From an optimization exercise on the open Yosys and OpenROAD flow, aimed at a short achievable clock period and few clock cycles; shortcuts taken in it are not production practice. Function was checked by simulation only, so behaviour that the tests miss may differ from the original. Power figures rest on the tool's default switching activity, not on a simulated workload.

## v18
Design pipeCpu, start of the top module:
module pipeCpu (
    input  logic          clk,
    input  logic          arstN,
    output isaPkg::word_t pc,
    input  isaPkg::word_t inst,
    output isaPkg::word_t dataAddress,
    output isaPkg::word_t writeData,
    output logic          memRead,
    output logic          memWrite,
    input  isaPkg::word_t readData
);
For scale: ~6500 cells after synthesis, roughly 0.080 mm2 of cells after synthesis.
==> flow/config.mk <==
export PLATFORM = sky130hd
export DESIGN_NAME = pipeCpu
export DESIGN_NICKNAME = pipeCpu
export VERILOG_FILES = /design/flow/design.v
export SDC_FILE = /design/flow/constraint.sdc
export NUM_CORES = 4
export LEC_CHECK = 0
export CAP_MARGIN = 20
export CORE_MARGIN = 2
export CORE_UTILIZATION = 55
export PLACE_DENSITY = 0.65
export SETUP_SLACK_MARGIN = 5
export SLEW_MARGIN = 20
export SYNTH_HIERARCHICAL = 1
export SYNTH_MINIMUM_KEEP_SIZE = 0
export TNS_END_PERCENT = 100
==> flow/constraint.sdc <==
create_clock -name core_clock -period 8.5 [get_ports {clk}]
set_input_delay 1.7000 -clock core_clock [delete_from_list [all_inputs] [get_ports {clk}]]
set_output_delay 1.7000 -clock core_clock [all_outputs]
set_load 0.01 [all_outputs]
standard.sh (not shown) runs the stock make flow with config.mk's settings and CLKGATE_MAP_FILE= SYNTH_SCRIPT=/design/flow/synth_recipe.tcl, a recipe that flattens the netlist after the stock synthesis.
==> flow/flow/run.sh <==
#!/bin/bash
set -euo pipefail
bash standard.sh finish SETUP_SLACK_MARGIN=5.8 > make.log 2>&1
No stage failed in v18, and the final checks on the layout all came back clean.
Testbench counts of v18, summed over its fixed seeds: cycles 109,069.
[inputs] v30 vs v18
diff --git a/flow/design.v b/flow/design.v
--- a/flow/design.v
+++ b/flow/design.v
@@ -386,15 +386,14 @@
     logic [31:0] dPc4;
     logic [31:0] dTarget;
     logic        dPredT;
     logic [31:1] dRsHot, dRtHot;         
     logic        dAddu, dSubu, dAnd, dOr, dSlt, dJr;
     logic        dAddiu, dAndi, dOri, dLui, dLw, dSw, dBeq, dBne;
     logic        dWrRaw, dUseImm, dConstRaw, dRsZero, dRtZero;
-    logic        dReplayPre, dJrGoPre, dBrZeroPre, dBrK;
     logic        dEHitRs, dEHitRt;       
     logic        dMHitRs, dMHitRt;       
     logic        dWHitRs, dWHitRt;       
     logic        eJr, eWr, eLoad, eStore;
     logic [4:0]  eRdEq, eRdNe;
     logic        eConst, eZeroKnown, eIsZero, eEq;
     logic [31:0] eAltPc;
@@ -529,24 +528,15 @@
     logic [31:1] fRsHot, fRtHot, rfWritten;
     always_comb begin
         for (int i = 1; i < 32; i++) begin
             fRsHot[i] = fRs == 5'(i) && (rfWritten[i] || (wWr && wDest == 5'(i)));
             fRtHot[i] = fRt == 5'(i) && (rfWritten[i] || (wWr && wDest == 5'(i)));
         end
     end
-    logic fEHitRs, fEHitRt, fJrWait, fSubLoad;
-    assign fEHitRs  = dWr && dDest == fRs;
-    assign fEHitRt  = dWr && dDest == fRt;
-    assign fJrWait  = fJr && fEHitRs && !dConstWr;
-    assign fSubLoad = (fSubu || fSlt) && dLw && fEHitRt;
     always_ff @(posedge clk) begin
-        dReplayPre <= fJrWait || fSubLoad;
-        dJrGoPre   <= fJr && !fJrWait;
-        dBrZeroPre <= (fIsBeq || fIsBne) && ((fRs == 5'd0 && fEHitRt) || (fRt == 5'd0 && fEHitRs));
-        dBrK       <= fPredT ^ fIsBne;
         dPc     <= pc;
         dPc4    <= pc4;
         dTarget <= fBrTarget;
         dPredT  <= fPredT;
         dAddu   <= fAddu;
         dSubu   <= fSubu;
         dAnd    <= fAnd;
@@ -566,25 +556,25 @@
         dUseImm <= fUseImm;
         dConstRaw <= fConstRaw;
         dImm    <= fImm;
         dRsZero <= fRs == 5'd0;
         dRtZero <= fRt == 5'd0;
         dRsHot  <= fRsHot;
         dRtHot  <= fRtHot;
-        dEHitRs <= fEHitRs;
-        dEHitRt <= fEHitRt;
+        dEHitRs <= dWr && dDest == fRs;
+        dEHitRt <= dWr && dDest == fRt;
         dMHitRs <= eWr && eDest == fRs;
         dMHitRt <= eWr && eDest == fRt;
         dWHitRs <= mWr && mDest == fRs;
         dWHitRt <= mWr && mDest == fRt;
     end
     logic        dWr;
     logic [31:0] rfRs, rfRt, rsVal, rtVal, rsValOld;
     logic        eHitRs, eHitRt, mHitRs, mHitRt, wHitRs, wHitRt;
-    logic        go;
+    logic        jrWait, subLoad, go;
     logic [31:0] dJrTarget;
     assign dWr      = dValid & dWrRaw;
     assign dConstWr = dValid & dConstRaw;
     regFile regs (
         .clk         (clk),
         .arstN       (arstN),
         .readSel1    (dRsHot),
@@ -602,26 +592,30 @@
     assign mHitRs = dMHitRs;
     assign mHitRt = dMHitRt;
     assign wHitRs = dWHitRs;
     assign wHitRt = dWHitRt;
     assign rsValOld = wHitRs ? wValue : rfRs;
     assign rsVal = mHitRs ? mValue : rsValOld;
     assign rtVal = mHitRt ? mValue : wHitRt ? wValue : rfRt;
-    assign dReplay = dValid && dReplayPre;
-    assign dJrGo   = dValid && dJrGoPre;
+    assign jrWait  = dJr && eHitRs && !eConst;
+    assign subLoad = (dSubu || dSlt) && eLoad && eHitRt;
+    assign dReplay = dValid && (jrWait || subLoad);
+    assign dJrGo   = dValid && dJr && !jrWait;
     assign dJrTarget = eHitRs ? eOpB : rsVal;
     assign go = dValid && !exRedirect && !dReplay;
     logic [31:0] zA, zB;
     logic        dResZero;
     assign zA = rsValOld;
     assign zB = dImm;
     assign dResZero = ~|((zA ^ zB) ^ {zA[30:0] | zB[30:0], 1'b0});
-    logic dBrZeroReg;
-    assign dBrZeroReg = dBrZeroPre;
-    assign dBrFix     = dValid && dBrZeroPre && eZeroKnown && (eIsZero ^ dBrK);
+    logic dBrZeroReg, dBrTaken;
+    assign dBrZeroReg = (dRsZero && eHitRt) || (dRtZero && eHitRs);
+    assign dBrTaken   = dBeq ? eIsZero : !eIsZero;
+    assign dBrFix     = dValid && (dBeq || dBne) && dBrZeroReg && eZeroKnown &&
+                        (dBrTaken != dPredT);
     assign dBrFixTarget = dPredT ? dPc4 : dTarget;
     logic       dBrGo;
     logic [4:0] dCmpSel;
     assign dBrGo   = go && (dBeq || dBne) && !(dBrZeroReg && eZeroKnown);
     assign dCmpSel = {eHitRs && !eLoad, eHitRt && !eLoad, eHitRs && eLoad, eHitRt && eLoad,
                       !eHitRs && !eHitRt};
     always_ff @(posedge clk or negedge arstN) begin
## What came out
[compare] base=v18 new=v30: via count fell by 316, routed wire length stayed essentially flat, utilization after layout fell by 0.57 points.
Looking at slew at the pin closest to its max-slew limit, v30 sits 0.25 ns below v18.
Sequential share of cell area (v30 over v18): increase, 0.33 points
Post-route total power | v30 below v18
Of v18 and v30, v18 shows the higher switching power as a share of total power, with v30 below it.
Between v18 and v30, the global-route usage figures differ only marginally.
Testbench counts of v30, summed over its fixed seeds: cycles 109,069.

==> re-timing with driven ports <==
The results above use ideal ports. As a check the final layouts listed here were re-extracted and re-timed, cells and wires unchanged. Step 1 (the two cells are an assumption about what drives the block):
set clk [get_ports {clk}]
set_driving_cell -lib_cell sky130_fd_sc_hd__clkbuf_16 $clk
set_driving_cell -lib_cell sky130_fd_sc_hd__buf_2 [delete_from_list [all_inputs] $clk]
Step 2 also shifts input and output timing later by t, the mid clock arrival at the registers, as if the neighbouring blocks saw the same clock. Slacks: ideal ports / drivers / drivers and shift; pairs: ideal ports / drivers.
| run | t (ns) | setup WS [ns] | hold WS [ns] | worst setup path at the end | cell pins on the clock port's net |
|---|---|---|---|---|---|
| v18 | 0.896 | 5.169 / 5.172 / 4.276 | 0.350 / 0.350 / 0.350 | input to register | 1 |
| v30 | 0.892 | 5.108 / 5.145 / 4.253 | 0.379 / 0.379 / 0.379 | input to register | 1 |
After both steps every run listed still meets setup and hold. The setup slack of v18, which loses most, moves by +0.003 ns with the drivers and by -0.893 ns with both steps.
